Source: an optimization exercise on an open RTL-to-GDS flow (aim: small area and few clock cycles). Production flows keep margins and buffers that such runs may drop. Only simulation tests tie the RTL to the original design; equivalence was not proved.

`design/flow/run.sh`:
```
#!/bin/bash
# synth_recipe.tcl (not shown) runs the flow's synth.tcl, then flattens the netlist and writes it again
# the make line also repeats each setting of config.mk as NAME=value (left out here)
make -C /OpenROAD-flow-scripts/flow DESIGN_CONFIG=/design/flow/config.mk WORK_HOME=/design/flow/orfs CLKGATE_MAP_FILE= SYNTH_SCRIPT=/design/flow/synth_recipe.tcl finish
```
`design/flow/config.mk`:
```
export PLATFORM = sky130hd
export DESIGN_NAME = rv_core
export DESIGN_NICKNAME = rv_core
export VERILOG_FILES = /design/flow/design.v
export SDC_FILE = /design/flow/constraint.sdc
export NUM_CORES = 4
export LEC_CHECK = 0
export CAP_MARGIN = 20
export CORE_MARGIN = 2
export CORE_UTILIZATION = 30
export PLACE_DENSITY = 0.45
export SLEW_MARGIN = 20
```
`design/flow/constraint.sdc`:
```
create_clock -name core_clock -period 7.0 [get_ports {i_clk}]
set_input_delay 1.4000 -clock core_clock [delete_from_list [all_inputs] [get_ports {i_clk}]]
set_output_delay 1.4000 -clock core_clock [all_outputs]
set_load 0.01 [all_outputs]
```
`design/flow/design.v`:
```
`timescale 1ns/10ps
module fetch_unit #(
    parameter logic [31:0]     BOOT_ADDRESS = '0
) (
    input  logic            i_clk,
    input  logic            i_rst,
    input  logic [31:0]     i_instr,
    input  logic            i_load_stall,
    input  logic            i_freeze,
    output logic [31:0]     o_pc,
    output logic            o_instr_rd,
    output logic [31:0]     o_id_instr
);
    localparam int XLEN = 32;
    typedef logic [4:0] reg_idx_t;
    typedef enum logic [6:0] {
        OP_REG    = 7'b0110011,
        OP_IMM    = 7'b0010011,
        OP_LUI    = 7'b0110111,
        OP_LOAD   = 7'b0000011,
        OP_STORE  = 7'b0100011,
        OP_SYSTEM = 7'b1110011
    } opcode_e;
    typedef enum logic [3:0] {
        ALU_ADD,
        ALU_SUB,
        ALU_SLL,
        ALU_SLT,
        ALU_SLTU,
        ALU_XOR,
        ALU_SRL,
        ALU_SRA,
        ALU_OR,
        ALU_AND,
        ALU_PASS_B         
    } alu_op_e;
    typedef enum logic [1:0] {
        FWD_RF,
        FWD_EX,
        FWD_MEM,
        FWD_WB
    } fwd_sel_e;
    localparam logic [XLEN-1:0] NOP_INSTR = 32'h0000_0013;
    logic hold;
    assign hold = i_load_stall || i_freeze;
    assign o_instr_rd = !i_rst;      
    always_ff @(posedge i_clk or posedge i_rst)
    begin
        if (i_rst)
        begin
            o_pc       <= BOOT_ADDRESS;
            o_id_instr <= NOP_INSTR;
        end
        else
        begin
            if (!hold)
            begin
                o_pc       <= o_pc + 32'd4;
                o_id_instr <= i_instr;       
            end
        end
    end
endmodule
`timescale 1ns/10ps
module decode_stage (
    input  logic            i_clk,
    input  logic            i_rst,
    input  logic [31:0]     i_instr,
    input  logic [31:0]     i_rs1_data,
    input  logic [31:0]     i_rs2_data,
    input  logic [31:0]     i_ex_result,
    input  logic [31:0]     i_mem_result,
    input  logic [31:0]     i_wb_data,
    input  logic            i_load_stall,
    input  logic            i_freeze,
    output logic [4:0]      o_hz_rs1,
    output logic [4:0]      o_hz_rs2,
    output logic            o_hz_use_rs1,       
    output logic            o_hz_use_rs2,
    input  logic [1:0]      i_hz_fwd_rs1,
    input  logic [1:0]      i_hz_fwd_rs2,
    output logic [4:0]      o_rs1_addr,
    output logic [4:0]      o_rs2_addr,
    output logic [3:0]      o_alu_op,
    output logic [31:0]     o_op_a,
    output logic [31:0]     o_op_b,
    output logic [31:0]     o_store_data,
    output logic [4:0]      o_rd,
    output logic            o_wr_en,
    output logic            o_is_load,
    output logic            o_is_store,
    output logic            o_ecall
);
    localparam int XLEN = 32;
    typedef logic [4:0] reg_idx_t;
    typedef enum logic [6:0] {
        OP_REG    = 7'b0110011,
        OP_IMM    = 7'b0010011,
        OP_LUI    = 7'b0110111,
        OP_LOAD   = 7'b0000011,
        OP_STORE  = 7'b0100011,
        OP_SYSTEM = 7'b1110011
    } opcode_e;
    typedef enum logic [3:0] {
        ALU_ADD,
        ALU_SUB,
        ALU_SLL,
        ALU_SLT,
        ALU_SLTU,
        ALU_XOR,
        ALU_SRL,
        ALU_SRA,
        ALU_OR,
        ALU_AND,
        ALU_PASS_B         
    } alu_op_e;
    typedef enum logic [1:0] {
        FWD_RF,
        FWD_EX,
        FWD_MEM,
        FWD_WB
    } fwd_sel_e;
    localparam logic [XLEN-1:0] NOP_INSTR = 32'h0000_0013;
    opcode_e         src_op;
    opcode_e         ctl_op;
    logic [XLEN-1:0] dec_instr;
    logic [XLEN-1:0] imm;
    logic [XLEN-1:0] rs1_val;
    logic [XLEN-1:0] rs2_val;
    alu_op_e         alu_op;
    logic            wr_en;
    logic            is_load;
    logic            is_store;
    logic            ecall;
    function automatic alu_op_e funct_to_alu(input logic [2:0] f3, input logic alt,
                                             input logic is_reg);
        case (f3)
            3'b000:  funct_to_alu = (alt && is_reg) ? ALU_SUB : ALU_ADD;
            3'b001:  funct_to_alu = ALU_SLL;
            3'b010:  funct_to_alu = ALU_SLT;
            3'b011:  funct_to_alu = ALU_SLTU;
            3'b100:  funct_to_alu = ALU_XOR;
            3'b101:  funct_to_alu = alt ? ALU_SRA : ALU_SRL;
            3'b110:  funct_to_alu = ALU_OR;
            default: funct_to_alu = ALU_AND;
        endcase
    endfunction
    function automatic logic [XLEN-1:0] fwd_pick(input logic [1:0] sel,
                                                 input logic [XLEN-1:0] rf_val);
        case (sel)
            FWD_EX:  fwd_pick = i_ex_result;
            FWD_MEM: fwd_pick = i_mem_result;
            FWD_WB:  fwd_pick = i_wb_data;
            default: fwd_pick = rf_val;
        endcase
    endfunction
    assign src_op     = opcode_e'(i_instr[6:0]);
    assign o_rs1_addr = i_instr[19:15];
    assign o_rs2_addr = i_instr[24:20];
    assign o_hz_rs1     = i_instr[19:15];
    assign o_hz_rs2     = i_instr[24:20];
    assign o_hz_use_rs1 = (src_op == OP_REG) || (src_op == OP_IMM) ||
                        (src_op == OP_LOAD) || (src_op == OP_STORE);
    assign o_hz_use_rs2 = (src_op == OP_REG) || (src_op == OP_STORE);
    assign rs1_val = fwd_pick(i_hz_fwd_rs1, i_rs1_data);
    assign rs2_val = fwd_pick(i_hz_fwd_rs2, i_rs2_data);
    assign dec_instr = i_load_stall ? NOP_INSTR : i_instr;
    assign ctl_op    = opcode_e'(dec_instr[6:0]);
    always_comb
    begin
        alu_op   = ALU_ADD;
        imm      = {{20{dec_instr[31]}}, dec_instr[31:20]};       
        wr_en    = 1'b0;
        is_load  = 1'b0;
        is_store = 1'b0;
        ecall    = 1'b0;
        case (ctl_op)
            OP_REG:
            begin
                alu_op = funct_to_alu(dec_instr[14:12], dec_instr[30], 1'b1);
                wr_en  = 1'b1;
            end
            OP_IMM:
            begin
                alu_op = funct_to_alu(dec_instr[14:12], dec_instr[30], 1'b0);
                wr_en  = 1'b1;
            end
            OP_LUI:
            begin
                alu_op = ALU_PASS_B;
                imm    = {dec_instr[31:12], 12'b0};
                wr_en  = 1'b1;
            end
            OP_LOAD:
            begin
                is_load = 1'b1;
                wr_en   = 1'b1;
            end
            OP_STORE:
            begin
                imm      = {{20{dec_instr[31]}}, dec_instr[31:25], dec_instr[11:7]};
                is_store = 1'b1;
            end
            OP_SYSTEM: ecall = (dec_instr[31:7] == '0);
            default: ;       
        endcase
    end
    always_ff @(posedge i_clk or posedge i_rst)
    begin
        if (i_rst)
        begin
            o_wr_en    <= 1'b0;
            o_is_load  <= 1'b0;
            o_is_store <= 1'b0;
            o_ecall    <= 1'b0;
        end
        else if (!i_freeze)
        begin
            o_wr_en    <= wr_en;
            o_is_load  <= is_load;
            o_is_store <= is_store;
            o_ecall    <= ecall;
        end
    end
    always_ff @(posedge i_clk)
    begin
        if (!i_freeze)
        begin
            o_alu_op     <= alu_op;
            o_op_a       <= rs1_val;
            o_op_b       <= (ctl_op == OP_REG) ? rs2_val : imm;
            o_store_data <= rs2_val;
            o_rd         <= dec_instr[11:7];
        end
    end
endmodule
`timescale 1ns/10ps
module register_file (
    input  logic            i_clk,
    input  logic            i_rst,
    input  logic [4:0]      i_rs1_addr,
    input  logic [4:0]      i_rs2_addr,
    input  logic [4:0]      i_rd_addr,
    input  logic            i_wr_en,
    input  logic [31:0]     i_rd_data,
    output logic [31:0]     o_rs1_data,
    output logic [31:0]     o_rs2_data
);
    localparam int XLEN = 32;
    typedef logic [4:0] reg_idx_t;
    typedef enum logic [6:0] {
        OP_REG    = 7'b0110011,
        OP_IMM    = 7'b0010011,
        OP_LUI    = 7'b0110111,
        OP_LOAD   = 7'b0000011,
        OP_STORE  = 7'b0100011,
        OP_SYSTEM = 7'b1110011
    } opcode_e;
    typedef enum logic [3:0] {
        ALU_ADD,
        ALU_SUB,
        ALU_SLL,
        ALU_SLT,
        ALU_SLTU,
        ALU_XOR,
        ALU_SRL,
        ALU_SRA,
        ALU_OR,
        ALU_AND,
        ALU_PASS_B         
    } alu_op_e;
    typedef enum logic [1:0] {
        FWD_RF,
        FWD_EX,
        FWD_MEM,
        FWD_WB
    } fwd_sel_e;
    localparam logic [XLEN-1:0] NOP_INSTR = 32'h0000_0013;
    logic [XLEN-1:0] regs [1:31];        
    always_ff @(posedge i_clk or posedge i_rst)
    begin
        if (i_rst)
        begin
            for (int i = 1; i < 32; i++)
                regs[i] <= '0;
        end
        else if (i_wr_en && (i_rd_addr != '0))
            regs[i_rd_addr] <= i_rd_data;
    end
    assign o_rs1_data = (i_rs1_addr == '0) ? '0 : regs[i_rs1_addr];
    assign o_rs2_data = (i_rs2_addr == '0) ? '0 : regs[i_rs2_addr];
endmodule
`timescale 1ns/10ps
module execute_stage (
    input  logic            i_clk,
    input  logic            i_rst,
    input  logic            i_freeze,
    input  logic [3:0]      i_alu_op,
    input  logic [31:0]     i_op_a,
    input  logic [31:0]     i_op_b,
    input  logic [31:0]     i_store_data,
    input  logic [4:0]      i_rd,
    input  logic            i_wr_en,
    input  logic            i_is_load,
    input  logic            i_is_store,
    input  logic            i_ecall,
    output logic [31:0]     o_ex_result,
    output logic [4:0]      o_ex_rd,
    output logic            o_ex_wr_en,
    output logic            o_ex_is_load,
    output logic [31:0]     o_mem_addr,
    output logic [31:0]     o_mem_wdata,
    output logic [4:0]      o_mem_rd,
    output logic            o_mem_wr_en,
    output logic            o_mem_load,
    output logic            o_mem_store,
    output logic            o_mem_ecall
);
    localparam int XLEN = 32;
    typedef logic [4:0] reg_idx_t;
    typedef enum logic [6:0] {
        OP_REG    = 7'b0110011,
        OP_IMM    = 7'b0010011,
        OP_LUI    = 7'b0110111,
        OP_LOAD   = 7'b0000011,
        OP_STORE  = 7'b0100011,
        OP_SYSTEM = 7'b1110011
    } opcode_e;
    typedef enum logic [3:0] {
        ALU_ADD,
        ALU_SUB,
        ALU_SLL,
        ALU_SLT,
        ALU_SLTU,
        ALU_XOR,
        ALU_SRL,
        ALU_SRA,
        ALU_OR,
        ALU_AND,
        ALU_PASS_B         
    } alu_op_e;
    typedef enum logic [1:0] {
        FWD_RF,
        FWD_EX,
        FWD_MEM,
        FWD_WB
    } fwd_sel_e;
    localparam logic [XLEN-1:0] NOP_INSTR = 32'h0000_0013;
    logic [4:0] shamt;
    assign shamt = i_op_b[4:0];
    always_comb
    begin
        case (i_alu_op)
            ALU_SUB:    o_ex_result = i_op_a - i_op_b;
            ALU_SLL:    o_ex_result = i_op_a << shamt;
            ALU_SLT:    o_ex_result = {31'b0, $signed(i_op_a) < $signed(i_op_b)};
            ALU_SLTU:   o_ex_result = {31'b0, i_op_a < i_op_b};
            ALU_XOR:    o_ex_result = i_op_a ^ i_op_b;
            ALU_SRL:    o_ex_result = i_op_a >> shamt;
            ALU_SRA:    o_ex_result = $signed(i_op_a) >>> shamt;
            ALU_OR:     o_ex_result = i_op_a | i_op_b;
            ALU_AND:    o_ex_result = i_op_a & i_op_b;
            ALU_PASS_B: o_ex_result = i_op_b;
            default:    o_ex_result = i_op_a + i_op_b;       
        endcase
    end
    assign o_ex_rd      = i_rd;
    assign o_ex_wr_en   = i_wr_en;
    assign o_ex_is_load = i_is_load;
    always_ff @(posedge i_clk or posedge i_rst)
    begin
        if (i_rst)
        begin
            o_mem_wr_en <= 1'b0;
            o_mem_load  <= 1'b0;
            o_mem_store <= 1'b0;
            o_mem_ecall <= 1'b0;
        end
        else if (!i_freeze)
        begin
            o_mem_wr_en <= i_wr_en;
            o_mem_load  <= i_is_load;
            o_mem_store <= i_is_store;
            o_mem_ecall <= i_ecall;
        end
    end
    always_ff @(posedge i_clk)
    begin
        if (!i_freeze)
        begin
            o_mem_addr  <= o_ex_result;
            o_mem_wdata <= i_store_data;
            o_mem_rd    <= i_rd;
        end
    end
endmodule
`timescale 1ns/10ps
module memory_stage (
    input  logic            i_clk,
    input  logic            i_rst,
    input  logic [31:0]     i_addr,
    input  logic [31:0]     i_wdata,
    input  logic [4:0]      i_rd,
    input  logic            i_wr_en,
    input  logic            i_load,
    input  logic            i_store,
    input  logic            i_ecall,
    input  logic [31:0]     i_data_mem_out,
    input  logic            i_dcache_done,
    output logic [31:0]     o_data_mem_addr,
    output logic            o_data_mem_en,
    output logic            o_data_mem_rd_wr,
    output logic [31:0]     o_data_mem_in,
    output logic            o_mem_busy,
    output logic [31:0]     o_mem_result,
    output logic [4:0]      o_mem_rd,
    output logic            o_mem_wr_en,
    output logic [4:0]      o_wb_rd,
    output logic            o_wb_wr_en,
    output logic [31:0]     o_wb_data,
    output logic            o_ecall
);
    localparam int XLEN = 32;
    typedef logic [4:0] reg_idx_t;
    typedef enum logic [6:0] {
        OP_REG    = 7'b0110011,
        OP_IMM    = 7'b0010011,
        OP_LUI    = 7'b0110111,
        OP_LOAD   = 7'b0000011,
        OP_STORE  = 7'b0100011,
        OP_SYSTEM = 7'b1110011
    } opcode_e;
    typedef enum logic [3:0] {
        ALU_ADD,
        ALU_SUB,
        ALU_SLL,
        ALU_SLT,
        ALU_SLTU,
        ALU_XOR,
        ALU_SRL,
        ALU_SRA,
        ALU_OR,
        ALU_AND,
        ALU_PASS_B         
    } alu_op_e;
    typedef enum logic [1:0] {
        FWD_RF,
        FWD_EX,
        FWD_MEM,
        FWD_WB
    } fwd_sel_e;
    localparam logic [XLEN-1:0] NOP_INSTR = 32'h0000_0013;
    logic access;
    assign access = i_load || i_store;
    assign o_data_mem_en    = access;
    assign o_data_mem_rd_wr = i_store;      
    assign o_data_mem_addr  = i_addr;
    assign o_data_mem_in    = i_wdata;
    assign o_mem_busy   = access && !i_dcache_done;
    assign o_mem_result = (i_load && i_dcache_done) ? i_data_mem_out : i_addr;
    assign o_mem_rd     = i_rd;
    assign o_mem_wr_en  = i_wr_en;
    always_ff @(posedge i_clk or posedge i_rst)
    begin
        if (i_rst)
        begin
            o_wb_wr_en <= 1'b0;
            o_ecall    <= 1'b0;
        end
        else
        begin
            o_wb_wr_en <= i_wr_en && !o_mem_busy;
            o_ecall    <= i_ecall && !o_mem_busy;
        end
    end
    always_ff @(posedge i_clk)
    begin
        o_wb_rd   <= i_rd;
        o_wb_data <= o_mem_result;
    end
endmodule
`timescale 1ns/10ps
module hazard_unit (
    input  logic [4:0] i_hz_rs1,
    input  logic [4:0] i_hz_rs2,
    input  logic     i_hz_use_rs1,
    input  logic     i_hz_use_rs2,
    output logic [1:0] o_hz_fwd_rs1,
    output logic [1:0] o_hz_fwd_rs2,
    input  logic [4:0] i_ex_rd,
    input  logic     i_ex_wr_en,
    input  logic     i_ex_is_load,
    input  logic [4:0] i_mem_rd,
    input  logic     i_mem_wr_en,
    input  logic     i_mem_busy,
    input  logic [4:0] i_wb_rd,
    input  logic     i_wb_wr_en,
    output logic     o_load_stall,
    output logic     o_freeze
);
    localparam int XLEN = 32;
    typedef logic [4:0] reg_idx_t;
    typedef enum logic [6:0] {
        OP_REG    = 7'b0110011,
        OP_IMM    = 7'b0010011,
        OP_LUI    = 7'b0110111,
        OP_LOAD   = 7'b0000011,
        OP_STORE  = 7'b0100011,
        OP_SYSTEM = 7'b1110011
    } opcode_e;
    typedef enum logic [3:0] {
        ALU_ADD,
        ALU_SUB,
        ALU_SLL,
        ALU_SLT,
        ALU_SLTU,
        ALU_XOR,
        ALU_SRL,
        ALU_SRA,
        ALU_OR,
        ALU_AND,
        ALU_PASS_B         
    } alu_op_e;
    typedef enum logic [1:0] {
        FWD_RF,
        FWD_EX,
        FWD_MEM,
        FWD_WB
    } fwd_sel_e;
    localparam logic [XLEN-1:0] NOP_INSTR = 32'h0000_0013;
    logic ex_load_hit;
    function automatic fwd_sel_e pick_source(input reg_idx_t rs, input logic used);
        if (!used || (rs == '0))
            pick_source = FWD_RF;
        else if (i_ex_wr_en && !i_ex_is_load && (i_ex_rd == rs))
            pick_source = FWD_EX;
        else if (i_mem_wr_en && !i_mem_busy && (i_mem_rd == rs))
            pick_source = FWD_MEM;
        else if (i_wb_wr_en && (i_wb_rd == rs))
            pick_source = FWD_WB;
        else
            pick_source = FWD_RF;
    endfunction
    assign o_hz_fwd_rs1 = pick_source(i_hz_rs1, i_hz_use_rs1);
    assign o_hz_fwd_rs2 = pick_source(i_hz_rs2, i_hz_use_rs2);
    assign ex_load_hit = i_ex_is_load && i_ex_wr_en && (i_ex_rd != '0);
    assign o_load_stall = ex_load_hit &&
                          ((i_hz_use_rs1 && (i_hz_rs1 == i_ex_rd)) ||
                           (i_hz_use_rs2 && (i_hz_rs2 == i_ex_rd)));
    assign o_freeze = i_mem_busy;
endmodule
`timescale 1ns/10ps
module rv_core #(
    parameter logic [31:0]     BOOT_ADDRESS = '0
) (
    input  logic            i_clk,
    input  logic            i_rst,
    input  logic [31:0]     i_instr,
    output logic            o_instr_mem_rd,
    output logic [31:0]     o_instr_mem_addr,
    input  logic [31:0]     i_data_mem_out,
    input  logic            i_dcache_done,
    output logic [31:0]     o_data_mem_addr,
    output logic            o_data_mem_en,
    output logic            o_data_mem_rd_wr,
    output logic [31:0]     o_data_mem_in,
    output logic            o_ecall
);
    localparam int XLEN = 32;
    typedef logic [4:0] reg_idx_t;
    typedef enum logic [6:0] {
        OP_REG    = 7'b0110011,
        OP_IMM    = 7'b0010011,
        OP_LUI    = 7'b0110111,
        OP_LOAD   = 7'b0000011,
        OP_STORE  = 7'b0100011,
        OP_SYSTEM = 7'b1110011
    } opcode_e;
    typedef enum logic [3:0] {
        ALU_ADD,
        ALU_SUB,
        ALU_SLL,
        ALU_SLT,
        ALU_SLTU,
        ALU_XOR,
        ALU_SRL,
        ALU_SRA,
        ALU_OR,
        ALU_AND,
        ALU_PASS_B         
    } alu_op_e;
    typedef enum logic [1:0] {
        FWD_RF,
        FWD_EX,
        FWD_MEM,
        FWD_WB
    } fwd_sel_e;
    localparam logic [XLEN-1:0] NOP_INSTR = 32'h0000_0013;
    logic [XLEN-1:0] id_instr;
    reg_idx_t        rs1_addr;
    reg_idx_t        rs2_addr;
    logic [XLEN-1:0] rs1_data;
    logic [XLEN-1:0] rs2_data;
    alu_op_e         de_alu_op;
    logic [XLEN-1:0] de_op_a;
    logic [XLEN-1:0] de_op_b;
    logic [XLEN-1:0] de_store_data;
    reg_idx_t        de_rd;
    logic            de_wr_en;
    logic            de_is_load;
    logic            de_is_store;
    logic            de_ecall;
    logic [XLEN-1:0] ex_result;
    reg_idx_t        ex_rd;
    logic            ex_wr_en;
    logic            ex_is_load;
    logic [XLEN-1:0] em_addr;
    logic [XLEN-1:0] em_wdata;
    reg_idx_t        em_rd;
    logic            em_wr_en;
    logic            em_load;
    logic            em_store;
    logic            em_ecall;
    logic            mem_busy;
    logic [XLEN-1:0] mem_result;
    reg_idx_t        mem_rd;
    logic            mem_wr_en;
    reg_idx_t        wb_rd;
    logic            wb_wr_en;
    logic [XLEN-1:0] wb_data;
    logic            load_stall;
    logic            freeze;
    reg_idx_t        hz_rs1;
    reg_idx_t        hz_rs2;
    logic            hz_use_rs1;
    logic            hz_use_rs2;
    fwd_sel_e        hz_fwd_rs1;
    fwd_sel_e        hz_fwd_rs2;
    fetch_unit #(
        .BOOT_ADDRESS (BOOT_ADDRESS)
    ) u_fetch (
        .i_clk        (i_clk),
        .i_rst        (i_rst),
        .i_instr      (i_instr),
        .i_load_stall (load_stall),
        .i_freeze     (freeze),
        .o_pc         (o_instr_mem_addr),
        .o_instr_rd   (o_instr_mem_rd),
        .o_id_instr   (id_instr)
    );
    decode_stage u_decode (
        .i_clk        (i_clk),
        .i_rst        (i_rst),
        .i_instr      (id_instr),
        .i_rs1_data   (rs1_data),
        .i_rs2_data   (rs2_data),
        .i_ex_result  (ex_result),
        .i_mem_result (mem_result),
        .i_wb_data    (wb_data),
        .i_load_stall (load_stall),
        .i_freeze     (freeze),
        .o_hz_rs1     (hz_rs1),
        .o_hz_rs2     (hz_rs2),
        .o_hz_use_rs1 (hz_use_rs1),
        .o_hz_use_rs2 (hz_use_rs2),
        .i_hz_fwd_rs1 (hz_fwd_rs1),
        .i_hz_fwd_rs2 (hz_fwd_rs2),
        .o_rs1_addr   (rs1_addr),
        .o_rs2_addr   (rs2_addr),
        .o_alu_op     (de_alu_op),
        .o_op_a       (de_op_a),
        .o_op_b       (de_op_b),
        .o_store_data (de_store_data),
        .o_rd         (de_rd),
        .o_wr_en      (de_wr_en),
        .o_is_load    (de_is_load),
        .o_is_store   (de_is_store),
        .o_ecall      (de_ecall)
    );
    register_file u_regfile (
        .i_clk      (i_clk),
        .i_rst      (i_rst),
        .i_rs1_addr (rs1_addr),
        .i_rs2_addr (rs2_addr),
        .i_rd_addr  (wb_rd),
        .i_wr_en    (wb_wr_en),
        .i_rd_data  (wb_data),
        .o_rs1_data (rs1_data),
        .o_rs2_data (rs2_data)
    );
    execute_stage u_execute (
        .i_clk        (i_clk),
        .i_rst        (i_rst),
        .i_freeze     (freeze),
        .i_alu_op     (de_alu_op),
        .i_op_a       (de_op_a),
        .i_op_b       (de_op_b),
        .i_store_data (de_store_data),
        .i_rd         (de_rd),
        .i_wr_en      (de_wr_en),
        .i_is_load    (de_is_load),
        .i_is_store   (de_is_store),
        .i_ecall      (de_ecall),
        .o_ex_result  (ex_result),
        .o_ex_rd      (ex_rd),
        .o_ex_wr_en   (ex_wr_en),
        .o_ex_is_load (ex_is_load),
        .o_mem_addr   (em_addr),
        .o_mem_wdata  (em_wdata),
        .o_mem_rd     (em_rd),
        .o_mem_wr_en  (em_wr_en),
        .o_mem_load   (em_load),
        .o_mem_store  (em_store),
        .o_mem_ecall  (em_ecall)
    );
    memory_stage u_memory (
        .i_clk            (i_clk),
        .i_rst            (i_rst),
        .i_addr           (em_addr),
        .i_wdata          (em_wdata),
        .i_rd             (em_rd),
        .i_wr_en          (em_wr_en),
        .i_load           (em_load),
        .i_store          (em_store),
        .i_ecall          (em_ecall),
        .i_data_mem_out   (i_data_mem_out),
        .i_dcache_done    (i_dcache_done),
        .o_data_mem_addr  (o_data_mem_addr),
        .o_data_mem_en    (o_data_mem_en),
        .o_data_mem_rd_wr (o_data_mem_rd_wr),
        .o_data_mem_in    (o_data_mem_in),
        .o_mem_busy       (mem_busy),
        .o_mem_result     (mem_result),
        .o_mem_rd         (mem_rd),
        .o_mem_wr_en      (mem_wr_en),
        .o_wb_rd          (wb_rd),
        .o_wb_wr_en       (wb_wr_en),
        .o_wb_data        (wb_data),
        .o_ecall          (o_ecall)
    );
    hazard_unit u_hazard (
        .i_hz_rs1     (hz_rs1),
        .i_hz_rs2     (hz_rs2),
        .i_hz_use_rs1 (hz_use_rs1),
        .i_hz_use_rs2 (hz_use_rs2),
        .o_hz_fwd_rs1 (hz_fwd_rs1),
        .o_hz_fwd_rs2 (hz_fwd_rs2),
        .i_ex_rd      (ex_rd),
        .i_ex_wr_en   (ex_wr_en),
        .i_ex_is_load (ex_is_load),
        .i_mem_rd     (mem_rd),
        .i_mem_wr_en  (mem_wr_en),
        .i_mem_busy   (mem_busy),
        .i_wb_rd      (wb_rd),
        .i_wb_wr_en   (wb_wr_en),
        .o_load_stall (load_stall),
        .o_freeze     (freeze)
    );
endmodule
```
==> run summary <==
[flip-flops by register name, indices dropped and copies added (netlist names)]
register / cells
u_regfile.regs: 992
u_decode.o_op_a: 32
u_decode.o_op_b: 32
u_decode.o_store_data: 32
u_execute.o_mem_addr: 32
u_execute.o_mem_wdata: 32
u_fetch.o_id_instr: 32
u_memory.o_wb_data: 32
u_fetch.o_pc: 30
u_decode.o_rd: 5
u_execute.o_mem_rd: 5
u_memory.o_wb_rd: 5
u_decode.o_alu_op: 4
u_decode.o_ecall: 1
u_decode.o_is_load: 1
u_decode.o_is_store: 1
u_decode.o_wr_en: 1
u_execute.o_mem_ecall: 1
u_execute.o_mem_load: 1
u_execute.o_mem_store: 1
u_execute.o_mem_wr_en: 1
u_memory.o_ecall: 1
u_memory.o_wb_wr_en: 1
[synthesized netlist by cell type (30+ instances only)]
cell type / number
nor4_1: 58
xnor2_1: 38
and3_1: 44
a22o_1: 39
a21oi_1: 270
a221oi_1: 42
dfxtp_1: 37
ha_1: 98
nor3_1: 110
buf_2: 41
a22oi_1: 827
nor2b_1: 37
nor2_1: 286
a21o_1: 30
a222oi_1: 67
mux2i_1: 60
mux2_2: 1062
a31oi_1: 30
o211ai_1: 41
clkbuf_1: 411
nand4_1: 119
inv_1: 129
mux4_2: 50
o21ai_0: 125
edfxtp_1: 174
dfrtp_1: 1061
nand3_1: 150
buf_1: 111
nand2_1: 418
[cells by family (layout without fill, tap and decap cells)]
kind of cell	count (synthesis)	count (layout)	synth area share, %
AOI/OAI and AO/OA	1767	1767	18.1
and+or+nand+nor	1392	1392	9.61
DFF	1275	1275	45.9
muxes	1183	1183	19.7
buffers and inverters	725	833	4.14
adders and majority gates	100	100	1.78
xor gates and xnor gates	67	67	0.826
other	1	10	0.00528
[worst reg2reg max path, delay by kind of cell (launching register included)]
kind / cells / cell delay, ns
flip-flops: 1 / 0.54
buffers and inverters: 2 / 0.23
adder cells (fa/ha/maj): 2 / 0.60
AND/OR/NAND/NOR: 3 / 1.18
AO/OA/AOI/OAI: 6 / 2.62
[cells in the final DEF, fill, tap and decap left out, drive strengths merged, types with 43 or more instances in the layout]
cell,instances
a21oi,273
a221oi,43
a222oi,67
a22oi,827
and3,44
buf,267
clkbuf,217
clkdlybuf4s50,164
dfrtp,1061
edfxtp,174
ha,98
inv,139
mux2,1062
mux2i,62
mux4,59
nand2,418
nand3,150
nand4,119
nor2,288
nor3,111
nor4,58
o21ai,136
[cell type report]
type	instances	share of cell area, %
diodes	8	0.0243
clock buffers	217	5.38
clock inverters	52	0.958
inverters	133	0.619
multi-input cells	4511	44.0
flip-flops and latches	1275	39.5
well taps	3150	4.78
repair buffers	431	4.74
[metal layers]
| metal | wire [um] | up-vias | global-route usage [%] |
|---|---|---|---|
| met4 | 31100 | 29 | 20.3 |
| met3 | 41800 | 1446 | 8.98 |
| met5 | 309 | - | 0.159 |
| li1 | - | 25000 | - |
| met1 | 157000 | 33100 | 41.2 |
| met2 | 175000 | 4720 | 49.1 |
[power breakdown]
group          total [mW]  switching, mW  internal (mW)
clock                8.40           3.54           4.86
combinational        2.33           1.58          0.751
sequential           8.45          0.565           7.88
total                19.2           5.68           13.5
[worst min path at each step]
stage | startpoint | end | slack [ns] | depth (start not counted)
floorplan | u_decode.o_store_data[0]$_DFFE_PN_ | u_execute.o_mem_wdata[0]$_DFFE_PN_ | 0.40 | 0
global route | u_decode.o_store_data[2]$_DFFE_PN_ | u_execute.o_mem_wdata[2]$_DFFE_PN_ | 0.42 | 0
CTS | u_decode.o_store_data[2]$_DFFE_PN_ | u_execute.o_mem_wdata[2]$_DFFE_PN_ | 0.41 | 0
finish | u_decode.o_store_data[2]$_DFFE_PN_ | u_execute.o_mem_wdata[2]$_DFFE_PN_ | 0.41 | 0
detailed placement | u_decode.o_store_data[6]$_DFFE_PN_ | u_execute.o_mem_wdata[6]$_DFFE_PN_ | 0.40 | 0
global placement | u_decode.o_store_data[9]$_DFFE_PN_ | u_execute.o_mem_wdata[9]$_DFFE_PN_ | 0.40 | 0
==> impl_metrics.ini <==
[cells_and_area]
post-route-util_pct = 35.1
finalInstanceArea_mm2 = 0.0825
stdcell_count = 9777
final_net_count = 6669
regArea_mm2 = 0.0326
area_growth_pct = 16.2
multi_input_comb_area_mm2 = 0.0363
layout-drive-gt1-share_pct = 27.5
fillerInstances = 23600

[cts]
path_clk_slew_ns = 0.07
cts_buffers = 150
cts_setup_buffers = 0
ctsResizeCount = 0
cts_sinks = 1275
cts_root_buffer = clkbuf_16
cts_tree = done
htreeDepth = 4
cts_hold_buf = 0
insertion_delay_ns = 0.87
clockBufferDepth = 3

[floorplanning]
dieArea_mm2 = 0.241
fp-row-count = 178
fp.dieW_um = 490
core_mm2 = 0.235
start_util_pct = 30.2
ios = 167
fp.dieH_um = 490

[place]
placed_area_mm2 = 0.0772
dp_cells = 9500
dpl.hpwl_um = 262000
io_buffers = 164
globalplace.congestion = 0.997
post-place-ws_ns = 1.56

[worst_hold_path]
hp-class = reg2reg

[critical_path]
worst_setup_path_start_kind = flop
rr_worst_depth = 13
slowest_delay_ns = 0.82
path_max_fanout = 7
path_cells = inv_1 -> ha_1 -> inv_1 -> fa_1 -> nor3b_1 -> o31ai_1 -> a2111oi_1 -> nor4_1 -> o211ai_1 -> a221oi_1 -> nor2_1 -> o211ai_1 -> o21a_1
cp-end-kind = flop
path_class = reg2reg
r2r_slack_ns = 1.71
crit_family = compound AO/OA/AOI/OAI gates
r2r-end = u_decode.o_op_b[0]$_DFFE_PN_
cp-endpoint = u_decode.o_op_b[0]$_DFFE_PN_
critical_path_arrival_ns = 5.95
crit_required_ns = 7.66
path_buf_inv = 2
rr_startpoint = u_decode.o_op_a[0]$_DFFE_PN_
cp-startpoint = u_decode.o_op_a[0]$_DFFE_PN_
crit_cells = 13
crit_slowest_cell = a221oi_1

[route]
routed_via_density = 6.57
first_iter_violations = 10100
wl_per_cell_um = 41.5
drcViolationCount = 0
vias = 64300
wirelength_um = 405000
drt_first_pass_iters = 10
antenna_left = 0

[flow_run]
cap_viol_max_count = 0

[sta]
fin_skew_ns = 0.0812
min_period_ns = 5.29
tightest_slew_ns = 1.38
setup_viol = 0
rsz0062_at_grt = no
hold_violations = 0
timing.setup.tns_ns = 0
max_freq_ghz = 0.189
max-slew-margin-rel_pct = 7.15
fin_crit_sh_pct = 75.6
finalMaxSlewViolations = 0
whs_ns = 0.412
post-route-worst-setup-slack_ns = 1.71

[yosys]
synth_area_leader_cell = dfrtp_1
synth-edff-count = 174
netlist.area_leader.share_pct = 37.4
synthFlopType = dfrtp_1
synth_area_mm2 = 0.0710
synth.area.top_cells = dfrtp_1 37%, mux2_2 17%, a22oi_1 8.7%
synth-seq-cells = 1275
synth_warnings = 7
synth.yosys.seq_area_share_pct = 45.9
synthCells = 6510
ys_types = 110
avgSynthCellArea_um2 = 10.9
ys_async_sr_fraction_pct = 83.5

[power_and_ir_drop]
ir_worst_vdd_uv = 270
p_leak_nw = 36.3
powerDensity_mw_per_mm2 = 232
power_mw = 19.2

[grt]
grt_pass1_wl_um = 548000
grt_max_degree = 153
track_usage_pct = 32.5
overflow = 0
antenna_found_initial = 30
grt_pass1_vias = 62100

[run_status]
outcome = finished clean
Testbench counts, summed over its fixed seeds: cycles 11,690.

==> separate check: timing with driven ports <==
No port has a modelled driver above. Below, the same layout with a new extraction and two added sets of constraints. Step 1 sets driving cells, clkbuf_16 on the clock port and buf_2 on the other inputs (assumed; they add their load-dependent delay and slew). Step 2 also shifts input and output timing later by t, the mid clock arrival at the registers, as if the neighbouring blocks saw the same clock. Slacks: ideal ports / drivers / drivers and shift; pairs: ideal ports / drivers.
t, ns: 0.925
setup slack, ns: 1.709 / 1.709 / 1.459
worst register clock-pin slew, ns: 0.07 / 0.07
After both steps setup and hold are still met in this run. The setup slack of this run moves by 0.000 ns with the drivers and by -0.250 ns with both steps.
